Background: an optimization exercise with open tools, aiming at small area and a short achievable clock period. Do not read the settings as production practice. In this exercise RTL edits were held to simulation tests only and were not proved equivalent to the original. No activity file was given, so power comes from the tool's default toggle rates.

==> flow/design.v <==
package dac_pkg;
    typedef enum logic [1:0] {IDLE, PRIME, PLAY} state_t;
    localparam int ADDR_W_DEF = 8;
    localparam int DATA_W_DEF = 8;
    localparam logic [7:0] IDLE_CODE = 8'd128;
endpackage
module dac_aoi222 (
    input  logic a0, b0, a1, b1, a2, b2,
    output logic y
);
    assign y = !((a0 && b0) || (a1 && b1) || (a2 && b2));
endmodule
module dac_nand #(parameter int W = 4) (
    input  logic [W-1:0] a,
    output logic         y
);
    assign y = !(&a);
endmodule
module dac_nor #(parameter int W = 4) (
    input  logic [W-1:0] a,
    output logic         y
);
    assign y = !(|a);
endmodule
module dac_sample_ram #(
    parameter int ADDR_W = 8,
    parameter int DATA_W = 8,
    parameter int GRP_W  = 3
) (
    input  logic                            clk_35M,
    input  logic [2**(ADDR_W/2)-1:0]        wr_row,    
    input  logic [2**(ADDR_W-ADDR_W/2)-1:0] wr_col,    
    input  logic [DATA_W-1:0]               wr_data,
    input  logic [2**(ADDR_W-GRP_W)-1:0]    rd_sel,    
    output logic [2**GRP_W*DATA_W-1:0]      rd_grp_n
);
    localparam int N  = 2**ADDR_W;
    localparam int NG = 2**GRP_W;
    localparam int GN = 2**(ADDR_W-GRP_W);
    localparam int NT = GN / 3;               
    localparam int NR = GN - 3 * NT;          
    localparam int NX = NT + (NR > 0 ? 1 : 0);
    localparam int NC = (NX + 3) / 4;         
    logic [N*DATA_W-1:0]       mem;
    logic [N-1:0]              we;
    logic [NG*DATA_W-1:0]      rd_nor;
    always_comb
        for (int w = 0; w < N; w++)
            we[w] = wr_row[w >> (ADDR_W-ADDR_W/2)] && wr_col[w % 2**(ADDR_W-ADDR_W/2)];
    for (genvar w = 0; w < N; w++) begin : g_word
        always_ff @(posedge clk_35M)
            if (we[w]) mem[w*DATA_W +: DATA_W] <= wr_data;
    end
    for (genvar g = 0; g < NG; g++) begin : g_grp
        for (genvar b = 0; b < DATA_W; b++) begin : g_bit
            logic [NX-1:0] x;    
            logic [NC-1:0] c;    
            for (genvar t = 0; t < NT; t++) begin : g_t
                dac_aoi222 u_aoi (
                    .a0(rd_sel[3*t]),   .b0(mem[(g*GN+3*t)*DATA_W + b]),
                    .a1(rd_sel[3*t+1]), .b1(mem[(g*GN+3*t+1)*DATA_W + b]),
                    .a2(rd_sel[3*t+2]), .b2(mem[(g*GN+3*t+2)*DATA_W + b]),
                    .y(x[t])
                );
            end
            if (NR == 1) begin : g_r1
                assign x[NT] = !(rd_sel[3*NT] && mem[(g*GN+3*NT)*DATA_W + b]);
            end else if (NR == 2) begin : g_r2
                assign x[NT] = !((rd_sel[3*NT] && mem[(g*GN+3*NT)*DATA_W + b]) ||
                                 (rd_sel[3*NT+1] && mem[(g*GN+3*NT+1)*DATA_W + b]));
            end
            for (genvar k = 0; k < NC; k++) begin : g_c
                localparam int K0 = 4 * k;
                localparam int KW = NX - K0 < 4 ? NX - K0 : 4;
                dac_nand #(.W(KW)) u_nand (.a(x[K0 +: KW]), .y(c[k]));
            end
            dac_nor #(.W(NC)) u_nor (.a(c), .y(rd_nor[g*DATA_W + b]));
        end
    end
    always_ff @(posedge clk_35M) rd_grp_n <= rd_nor;
endmodule
module dac_playback #(
    parameter int ADDR_W = dac_pkg::ADDR_W_DEF,
    parameter int DATA_W = dac_pkg::DATA_W_DEF,
    parameter logic [DATA_W-1:0] IDLE_CODE = DATA_W'(dac_pkg::IDLE_CODE)
) (
    input logic clk_35M,
    input logic rst,
    input  logic              wr_en,
    input  logic [ADDR_W-1:0] wr_addr,
    input  logic [DATA_W-1:0] wr_data,
    input  logic              start,
    input  logic              stop,
    input  logic [ADDR_W-1:0] len,
    input  logic              loop,
    input  logic [7:0]        div,
    input  logic              test_ramp,
    output logic [DATA_W-1:0] da_data,
    output logic              sample_stb,
    output logic              busy,
    output logic              done
);
    localparam int GRP_W = 3;
    localparam int LW    = ADDR_W - GRP_W;
    logic              prime;      
    logic              bnd;        
    logic              bnd_n;      
    logic              play;
    logic              end_now;
    logic              wrap;
    logic [ADDR_W-1:0] len_q;
    logic [ADDR_W-1:0] ra;         
    logic [2**LW-1:0]  rs;         
    logic              eq;         
    logic [7:0]        div_q;
    logic              div_z;
    logic [7:0]        cnt;
    logic              loop_q;
    logic              stop_q;
    logic              first;
    logic              last;
    logic              ramp_q;
    logic [DATA_W-1:0] ramp_v;
    logic [2**GRP_W*DATA_W-1:0] rd_grp_n;
    logic [2**GRP_W-1:0] rd_gsel;  
    logic [DATA_W-1:0] rd_data;
    logic [DATA_W-1:0] da_q;       
    localparam int HW = ADDR_W / 2;
    logic [2**HW-1:0]  wr_row;
    logic [2**(ADDR_W-HW)-1:0] wr_col;
    assign da_data = da_q ^ IDLE_CODE;
    assign play    = busy && !prime;
    assign end_now = !first && (last || stop_q);
    assign wrap    = ra == len_q;
    always_comb begin
        rd_data = '0;
        for (int g = 0; g < 2**GRP_W; g++)
            rd_data = rd_data | ({DATA_W{rd_gsel[g]}} & ~rd_grp_n[g*DATA_W +: DATA_W]);
    end
    always_comb begin
        for (int i = 0; i < 2**HW; i++)
            wr_row[i] = wr_en && wr_addr[ADDR_W-1:ADDR_W-HW] == HW'(i);
        for (int i = 0; i < 2**(ADDR_W-HW); i++)
            wr_col[i] = wr_addr[ADDR_W-HW-1:0] == (ADDR_W-HW)'(i);
    end
    always_comb begin
        if (prime)      bnd_n = 1'b1;
        else if (!play) bnd_n = 1'b0;
        else if (bnd)   bnd_n = !end_now && div_z;
        else            bnd_n = cnt == 8'd1;
    end
    dac_sample_ram #(.ADDR_W(ADDR_W), .DATA_W(DATA_W), .GRP_W(GRP_W)) u_ram (
        .clk_35M(clk_35M),
        .wr_row(wr_row),
        .wr_col(wr_col),
        .wr_data(wr_data),
        .rd_sel(rs),
        .rd_grp_n(rd_grp_n)
    );
    always_ff @(posedge clk_35M or posedge rst) begin
        if (rst) begin
            prime      <= 1'b0;
            bnd        <= 1'b0;
            da_q       <= '0;
            sample_stb <= 1'b0;
            busy       <= 1'b0;
            done       <= 1'b0;
        end else begin
            sample_stb <= 1'b0;
            done       <= 1'b0;
            bnd        <= bnd_n;
            if (!busy) begin
                if (start) begin
                    prime <= 1'b1;
                    busy  <= 1'b1;
                end
            end else if (prime) begin
                prime <= 1'b0;
            end else if (bnd) begin
                if (end_now) begin
                    busy    <= 1'b0;
                    done    <= 1'b1;
                    da_q    <= '0;
                end else begin
                    da_q       <= ({DATA_W{ramp_q}} & (ramp_v ^ IDLE_CODE)) |
                                  ({DATA_W{!ramp_q}} & (rd_data ^ IDLE_CODE));
                    sample_stb <= 1'b1;
                end
            end
        end
    end
    always_ff @(posedge clk_35M) begin
        eq      <= wrap;
        for (int g = 0; g < 2**GRP_W; g++)
            rd_gsel[g] <= ra[ADDR_W-1 -: GRP_W] == GRP_W'(g);
        if (bnd_n) begin
            ra <= wrap ? '0 : ra + 1'b1;
            rs <= wrap ? (2**LW)'(1) : {rs[2**LW-2:0], rs[2**LW-1]};
        end
        if (!busy) begin
            len_q  <= len;
            div_q  <= div;
            div_z  <= div == 8'd0;
            loop_q <= loop;
            ra     <= '0;
            rs     <= (2**LW)'(1);
            stop_q <= 1'b0;
            first  <= 1'b1;
            last   <= 1'b0;
            ramp_q <= test_ramp;
            ramp_v <= '0;
        end else if (prime) begin
            stop_q <= stop;
        end else begin
            if (stop) stop_q <= 1'b1;
            if (!bnd) cnt <= cnt - 1'b1;
            else if (!end_now) begin
                cnt    <= div_q;
                first  <= 1'b0;
                last   <= !ramp_q && !loop_q && eq;
                ramp_v <= ramp_v + 1'b1;
            end
        end
    end
endmodule
==> flow/config.mk <==
export PLATFORM = sky130hd
export DESIGN_NAME = dac_playback
export DESIGN_NICKNAME = dac_playback
export VERILOG_FILES = /design/flow/design.v
export SDC_FILE = /design/flow/constraint.sdc
export NUM_CORES = 4
export LEC_CHECK = 0
export CAP_MARGIN = 20
export CORE_MARGIN = 2
export CORE_UTILIZATION = 62
export SETUP_SLACK_MARGIN = 3.6
export SLEW_MARGIN = 20
export SYNTH_HIERARCHICAL = 1
export TNS_END_PERCENT = 100
==> flow/constraint.sdc <==
create_clock -name core_clock -period 6.0 [get_ports {clk_35M}]
set_input_delay 1.2000 -clock core_clock [delete_from_list [all_inputs] [get_ports {clk_35M}]]
set_output_delay 1.2000 -clock core_clock [all_outputs]
set_load 0.01 [all_outputs]
standard.sh (not shown) runs the stock make flow with config.mk's settings and CLKGATE_MAP_FILE= SYNTH_SCRIPT=/design/flow/synth_recipe.tcl, a recipe that flattens the netlist after the stock synthesis.
==> flow/flow/run.sh <==
#!/bin/bash
# The standard layout (standard.sh: ORFS from synthesis to finish) with two changes:
# - the port buffers are buf_4 cells (the default picks a delay cell);
# - clock tree synthesis builds the tree from buf_12 cells (buf_16 at the root), with sink clusters
#   of up to 25 registers and no dummy loads: fewer, faster clock buffers.
# make's full output goes to flow_make.log here; ORFS keeps each step's log under orfs/logs.
set -euo pipefail
bash standard.sh \
  BUFFER_PORTS_ARGS="-buffer_cell sky130_fd_sc_hd__buf_4" \
  CTS_ARGS="-sink_clustering_enable -repair_clock_nets -dont_use_dummy_load -sink_clustering_size 25 -sink_clustering_max_diameter 150 -buf_list sky130_fd_sc_hd__buf_12 -root_buf sky130_fd_sc_hd__buf_16" \
  finish > flow_make.log 2>&1
==> next run, changes <==
--- a/flow/design.v
+++ b/flow/design.v
@@ -100,12 +100,13 @@
     output logic              busy,
     output logic              done
 );
     localparam int GRP_W = 3;
     localparam int LW    = ADDR_W - GRP_W;
     logic              prime;      
+    logic              idle;       
     logic              bnd;        
     logic              bnd_n;      
     logic              play;
     logic              end_now;
     logic              wrap;
     logic [ADDR_W-1:0] len_q;
@@ -126,13 +127,13 @@
     logic [DATA_W-1:0] rd_data;
     logic [DATA_W-1:0] da_q;       
     localparam int HW = ADDR_W / 2;
     logic [2**HW-1:0]  wr_row;
     logic [2**(ADDR_W-HW)-1:0] wr_col;
     assign da_data = da_q ^ IDLE_CODE;
-    assign play    = busy && !prime;
+    assign play    = !idle && !prime;
     assign end_now = !first && (last || stop_q);
     assign wrap    = ra == len_q;
     always_comb begin
         rd_data = '0;
         for (int g = 0; g < 2**GRP_W; g++)
             rd_data = rd_data | ({DATA_W{rd_gsel[g]}} & ~rd_grp_n[g*DATA_W +: DATA_W]);
@@ -161,27 +162,30 @@
         if (rst) begin
             prime      <= 1'b0;
             bnd        <= 1'b0;
             da_q       <= '0;
             sample_stb <= 1'b0;
             busy       <= 1'b0;
+            idle       <= 1'b1;
             done       <= 1'b0;
         end else begin
             sample_stb <= 1'b0;
             done       <= 1'b0;
             bnd        <= bnd_n;
-            if (!busy) begin
+            if (idle) begin
                 if (start) begin
                     prime <= 1'b1;
                     busy  <= 1'b1;
+                    idle  <= 1'b0;
                 end
             end else if (prime) begin
                 prime <= 1'b0;
             end else if (bnd) begin
                 if (end_now) begin
                     busy    <= 1'b0;
+                    idle    <= 1'b1;
                     done    <= 1'b1;
                     da_q    <= '0;
                 end else begin
                     da_q       <= ({DATA_W{ramp_q}} & (ramp_v ^ IDLE_CODE)) |
                                   ({DATA_W{!ramp_q}} & (rd_data ^ IDLE_CODE));
                     sample_stb <= 1'b1;
@@ -194,13 +198,13 @@
         for (int g = 0; g < 2**GRP_W; g++)
             rd_gsel[g] <= ra[ADDR_W-1 -: GRP_W] == GRP_W'(g);
         if (bnd_n) begin
             ra <= wrap ? '0 : ra + 1'b1;
             rs <= wrap ? (2**LW)'(1) : {rs[2**LW-2:0], rs[2**LW-1]};
         end
-        if (!busy) begin
+        if (idle) begin
             len_q  <= len;
             div_q  <= div;
             div_z  <= div == 8'd0;
             loop_q <= loop;
             ra     <= '0;
             rs     <= (2**LW)'(1);
Result: Cell area hardly moves. Sequential cell count grows by 1. Worst setup slack gets better by 0.015 ns. Power is about the same. Combinational power went down by about 4%. Clock power is about the same. Sequential power hardly moves.

* * *

Setup of alpha:
dac_playback with an RTL version that a note above also has.
Size: roughly 2200 flip-flops, ~50 I/O pins, roughly 78000 µm² of cells after synthesis.
==> module dac_playback, before the edit <==
module dac_playback #(
    parameter int ADDR_W = dac_pkg::ADDR_W_DEF,
    parameter int DATA_W = dac_pkg::DATA_W_DEF,
    parameter logic [DATA_W-1:0] IDLE_CODE = DATA_W'(dac_pkg::IDLE_CODE)
) (
    input logic clk_35M,
    input logic rst,
    input  logic              wr_en,
    input  logic [ADDR_W-1:0] wr_addr,
    input  logic [DATA_W-1:0] wr_data,
    input  logic              start,
    input  logic              stop,
    input  logic [ADDR_W-1:0] len,
    input  logic              loop,
    input  logic [7:0]        div,
    input  logic              test_ramp,
    output logic [DATA_W-1:0] da_data,
    output logic              sample_stb,
    output logic              busy,
    output logic              done
);
    localparam int GRP_W = 3;
    localparam int LW    = ADDR_W - GRP_W;
    logic              prime;      
    logic              idle;       
    logic              bnd;        
    logic              bnd_n;      
    logic              play;
    logic              end_now;
    logic              wrap;
    logic [ADDR_W-1:0] len_q;
    logic [ADDR_W-1:0] ra;         
    logic [2**LW-1:0]  rs;         
    logic              eq;         
    logic [7:0]        div_q;
    logic              div_z;
    logic [7:0]        cnt;
    logic              loop_q;
    logic              stop_q;
    logic              first;
    logic              last;
    logic              ramp_q;
    logic [DATA_W-1:0] ramp_v;
    logic [2**GRP_W*DATA_W-1:0] rd_grp_n;
    logic [2**GRP_W-1:0] rd_gsel;  
    logic [DATA_W-1:0] rd_data;
    logic [DATA_W-1:0] da_q;       
    localparam int HW = ADDR_W / 2;
    logic [2**HW-1:0]  wr_row;
    logic [2**(ADDR_W-HW)-1:0] wr_col;
    assign da_data = da_q ^ IDLE_CODE;
    assign play    = !idle && !prime;
    assign end_now = !first && (last || stop_q);
    assign wrap    = ra == len_q;
    always_comb begin
        rd_data = '0;
        for (int g = 0; g < 2**GRP_W; g++)
            rd_data = rd_data | ({DATA_W{rd_gsel[g]}} & ~rd_grp_n[g*DATA_W +: DATA_W]);
    end
    always_comb begin
        for (int i = 0; i < 2**HW; i++)
            wr_row[i] = wr_en && wr_addr[ADDR_W-1:ADDR_W-HW] == HW'(i);
        for (int i = 0; i < 2**(ADDR_W-HW); i++)
            wr_col[i] = wr_addr[ADDR_W-HW-1:0] == (ADDR_W-HW)'(i);
    end
    always_comb begin
        if (prime)      bnd_n = 1'b1;
        else if (!play) bnd_n = 1'b0;
        else if (bnd)   bnd_n = !end_now && div_z;
        else            bnd_n = cnt == 8'd1;
    end
    dac_sample_ram #(.ADDR_W(ADDR_W), .DATA_W(DATA_W), .GRP_W(GRP_W)) u_ram (
        .clk_35M(clk_35M),
        .wr_row(wr_row),
        .wr_col(wr_col),
        .wr_data(wr_data),
        .rd_sel(rs),
        .rd_grp_n(rd_grp_n)
    );
    always_ff @(posedge clk_35M or posedge rst) begin
        if (rst) begin
            prime      <= 1'b0;
            bnd        <= 1'b0;
            da_q       <= '0;
            sample_stb <= 1'b0;
            busy       <= 1'b0;
            idle       <= 1'b1;
            done       <= 1'b0;
        end else begin
            sample_stb <= 1'b0;
            done       <= 1'b0;
            bnd        <= bnd_n;
            if (idle) begin
                if (start) begin
                    prime <= 1'b1;
                    busy  <= 1'b1;
                    idle  <= 1'b0;
                end
            end else if (prime) begin
                prime <= 1'b0;
            end else if (bnd) begin
                if (end_now) begin
                    busy    <= 1'b0;
                    idle    <= 1'b1;
                    done    <= 1'b1;
                    da_q    <= '0;
                end else begin
                    da_q       <= ({DATA_W{ramp_q}} & (ramp_v ^ IDLE_CODE)) |
                                  ({DATA_W{!ramp_q}} & (rd_data ^ IDLE_CODE));
                    sample_stb <= 1'b1;
                end
            end
        end
    end
    always_ff @(posedge clk_35M) begin
        eq      <= wrap;
        for (int g = 0; g < 2**GRP_W; g++)
            rd_gsel[g] <= ra[ADDR_W-1 -: GRP_W] == GRP_W'(g);
        if (bnd_n) begin
            ra <= wrap ? '0 : ra + 1'b1;
            rs <= wrap ? (2**LW)'(1) : {rs[2**LW-2:0], rs[2**LW-1]};
        end
        if (idle) begin
            len_q  <= len;
            div_q  <= div;
            div_z  <= div == 8'd0;
            loop_q <= loop;
            ra     <= '0;
            rs     <= (2**LW)'(1);
            stop_q <= 1'b0;
            first  <= 1'b1;
            last   <= 1'b0;
            ramp_q <= test_ramp;
            ramp_v <= '0;
        end else if (prime) begin
            stop_q <= stop;
        end else begin
            if (stop) stop_q <= 1'b1;
            if (!bnd) cnt <= cnt - 1'b1;
            else if (!end_now) begin
                cnt    <= div_q;
                first  <= 1'b0;
                last   <= !ramp_q && !loop_q && eq;
                ramp_v <= ramp_v + 1'b1;
            end
        end
    end
endmodule
==> flow/config.mk <==
export PLATFORM = sky130hd
export DESIGN_NAME = dac_playback
export DESIGN_NICKNAME = dac_playback
export VERILOG_FILES = /design/flow/design.v
export SDC_FILE = /design/flow/constraint.sdc
export NUM_CORES = 4
export LEC_CHECK = 0
export CAP_MARGIN = 20
export CORE_MARGIN = 2
export CORE_UTILIZATION = 62
export SETUP_SLACK_MARGIN = 3.8
export SLEW_MARGIN = 20
export SYNTH_HIERARCHICAL = 1
export TNS_END_PERCENT = 100
==> flow/constraint.sdc <==
create_clock -name core_clock -period 6.0 [get_ports {clk_35M}]
set_input_delay 1.2000 -clock core_clock [delete_from_list [all_inputs] [get_ports {clk_35M}]]
set_output_delay 1.2000 -clock core_clock [all_outputs]
set_load 0.01 [all_outputs]
Scripts as last shown in full above: flow/flow/run.sh
Every stage of the flow completed for alpha, and the final layout passed the timing, DRC and antenna checks.
Changes in beta relative to alpha:
-- flow/design.v --
<<< alpha, line 125
    logic [2**GRP_W*DATA_W-1:0] rd_grp_n;
    logic [2**GRP_W-1:0] rd_gsel;  
    logic [DATA_W-1:0] rd_data;
    logic [DATA_W-1:0] da_q;       
>>> beta, line 125
    logic [2**GRP_W*DATA_W-1:0] rd_grp_n;
    logic [2**GRP_W-1:0] rd_gsel;  
    logic              rd_rsel;    
    logic              stop_n;     
    logic              first_n;
    logic              last_n;
    logic              ramp_n;
    logic              show_n;     
    logic [DATA_W-1:0] rd_data;
    logic [DATA_W-1:0] da_q;       
<<< alpha, line 135
    assign wrap    = ra == len_q;
    always_comb begin
        rd_data = '0;
        for (int g = 0; g < 2**GRP_W; g++)
            rd_data = rd_data | ({DATA_W{rd_gsel[g]}} & ~rd_grp_n[g*DATA_W +: DATA_W]);
    end
    always_comb begin
>>> beta, line 141
    assign wrap    = ra == len_q;
    always_comb begin
        rd_data = {DATA_W{rd_rsel}} & (ramp_v ^ IDLE_CODE);
        for (int g = 0; g < 2**GRP_W; g++)
            rd_data = rd_data | ({DATA_W{rd_gsel[g]}} & (~rd_grp_n[g*DATA_W +: DATA_W] ^ IDLE_CODE));
    end
    always_comb begin
        stop_n  = stop_q;
        first_n = first;
        last_n  = last;
        ramp_n  = ramp_q;
        if (idle) begin
            stop_n  = 1'b0;
            first_n = 1'b1;
            last_n  = 1'b0;
            ramp_n  = test_ramp;
        end else if (prime) begin
            stop_n = stop;
        end else begin
            if (stop) stop_n = 1'b1;
            if (bnd && !end_now) begin
                first_n = 1'b0;
                last_n  = !ramp_q && !loop_q && eq;
            end
        end
        show_n = bnd_n && !(!first_n && (last_n || stop_n));
    end
    always_comb begin
<<< alpha, line 181
                prime <= 1'b0;
            end else if (bnd) begin
                if (end_now) begin
                    busy    <= 1'b0;
                    idle    <= 1'b1;
                    done    <= 1'b1;
                    da_q    <= '0;
                end else begin
                    da_q       <= ({DATA_W{ramp_q}} & (ramp_v ^ IDLE_CODE)) |
                                  ({DATA_W{!ramp_q}} & (rd_data ^ IDLE_CODE));
                    sample_stb <= 1'b1;
                end
>>> beta, line 208
                prime <= 1'b0;
            end else if (bnd) begin
                da_q <= rd_data;
                if (end_now) begin
                    busy    <= 1'b0;
                    idle    <= 1'b1;
                    done    <= 1'b1;
                end else begin
                    sample_stb <= 1'b1;
                end
<<< alpha, line 197
        eq      <= wrap;
        for (int g = 0; g < 2**GRP_W; g++)
            rd_gsel[g] <= ra[ADDR_W-1 -: GRP_W] == GRP_W'(g);
        if (bnd_n) begin
            ra <= wrap ? '0 : ra + 1'b1;
>>> beta, line 222
        eq      <= wrap;
        for (int g = 0; g < 2**GRP_W; g++)
            rd_gsel[g] <= show_n && !ramp_n && ra[ADDR_W-1 -: GRP_W] == GRP_W'(g);
        rd_rsel <= show_n && ramp_n;
        stop_q  <= stop_n;
        first   <= first_n;
        last    <= last_n;
        ramp_q  <= ramp_n;
        if (bnd_n) begin
            ra <= wrap ? '0 : ra + 1'b1;
<<< alpha, line 209
            ra     <= '0;
            rs     <= (2**LW)'(1);
            stop_q <= 1'b0;
            first  <= 1'b1;
            last   <= 1'b0;
            ramp_q <= test_ramp;
            ramp_v <= '0;
        end else if (prime) begin
            stop_q <= stop;
        end else begin
            if (stop) stop_q <= 1'b1;
            if (!bnd) cnt <= cnt - 1'b1;
            else if (!end_now) begin
                cnt    <= div_q;
                first  <= 1'b0;
                last   <= !ramp_q && !loop_q && eq;
                ramp_v <= ramp_v + 1'b1;
            end
>>> beta, line 239
            ra     <= '0;
            rs     <= (2**LW)'(1);
            ramp_v <= '0;
        end else if (!prime) begin
            if (!bnd) cnt <= cnt - 1'b1;
            else if (!end_now) begin
                cnt    <= div_q;
                ramp_v <= ramp_v + 1'b1;
            end
Results
After synthesis and placement, the instance count of beta is below that of alpha.
Post-cts sizing count (higher): alpha
Looking at alpha and beta, the relative area of clock buffers and inverters in the final design is a wash.
On register-to-register path setup slack, beta does worse than alpha.
Across both runs, met1 routed wirelength after detailed routing was lower for beta than for alpha.
Per the comparison of beta with alpha, buffer count from post-CTS setup fixing fell by 17, non-clock buffer total of the final layout fell by 9.0%, routed wire length fell by 3.9 mm.

[re-timing with driven ports]
No port has a modelled driver above. Below, the same layouts with a new extraction and two added sets of constraints.
Step 1 (the two cells are an assumption about what drives the block):
set clk [get_ports {clk_35M}]
set_driving_cell -lib_cell sky130_fd_sc_hd__clkbuf_16 $clk
set_driving_cell -lib_cell sky130_fd_sc_hd__buf_2 [delete_from_list [all_inputs] $clk]
Step 2 adds t to the input delays and takes it off the output delays; t is the mean of the earliest and latest rising clock arrival at the registers after step 1. Input paths then give back, and output paths get back, about the clock's delay inside the block.
Three values: ideal ports, drivers, drivers and shift; two values: the first two.
run | shift t [ns] | slack for setup (ns) | cell pins on the clock port's net
the first run of note 1 | 0.764 | 3.557 / 3.479 / 2.733 | 1
the second run of note 1 | 0.753 | 3.572 / 3.486 / 2.864 | 1
alpha | 0.757 | 3.575 / 3.497 / 3.016 | 1
beta | 0.762 | 3.493 / 3.414 / 3.012 | 1
After both steps every run listed still meets setup and hold. The setup slack of the first run of note 1, which loses most, moves by -0.078 ns with the drivers and by -0.824 ns with both steps.
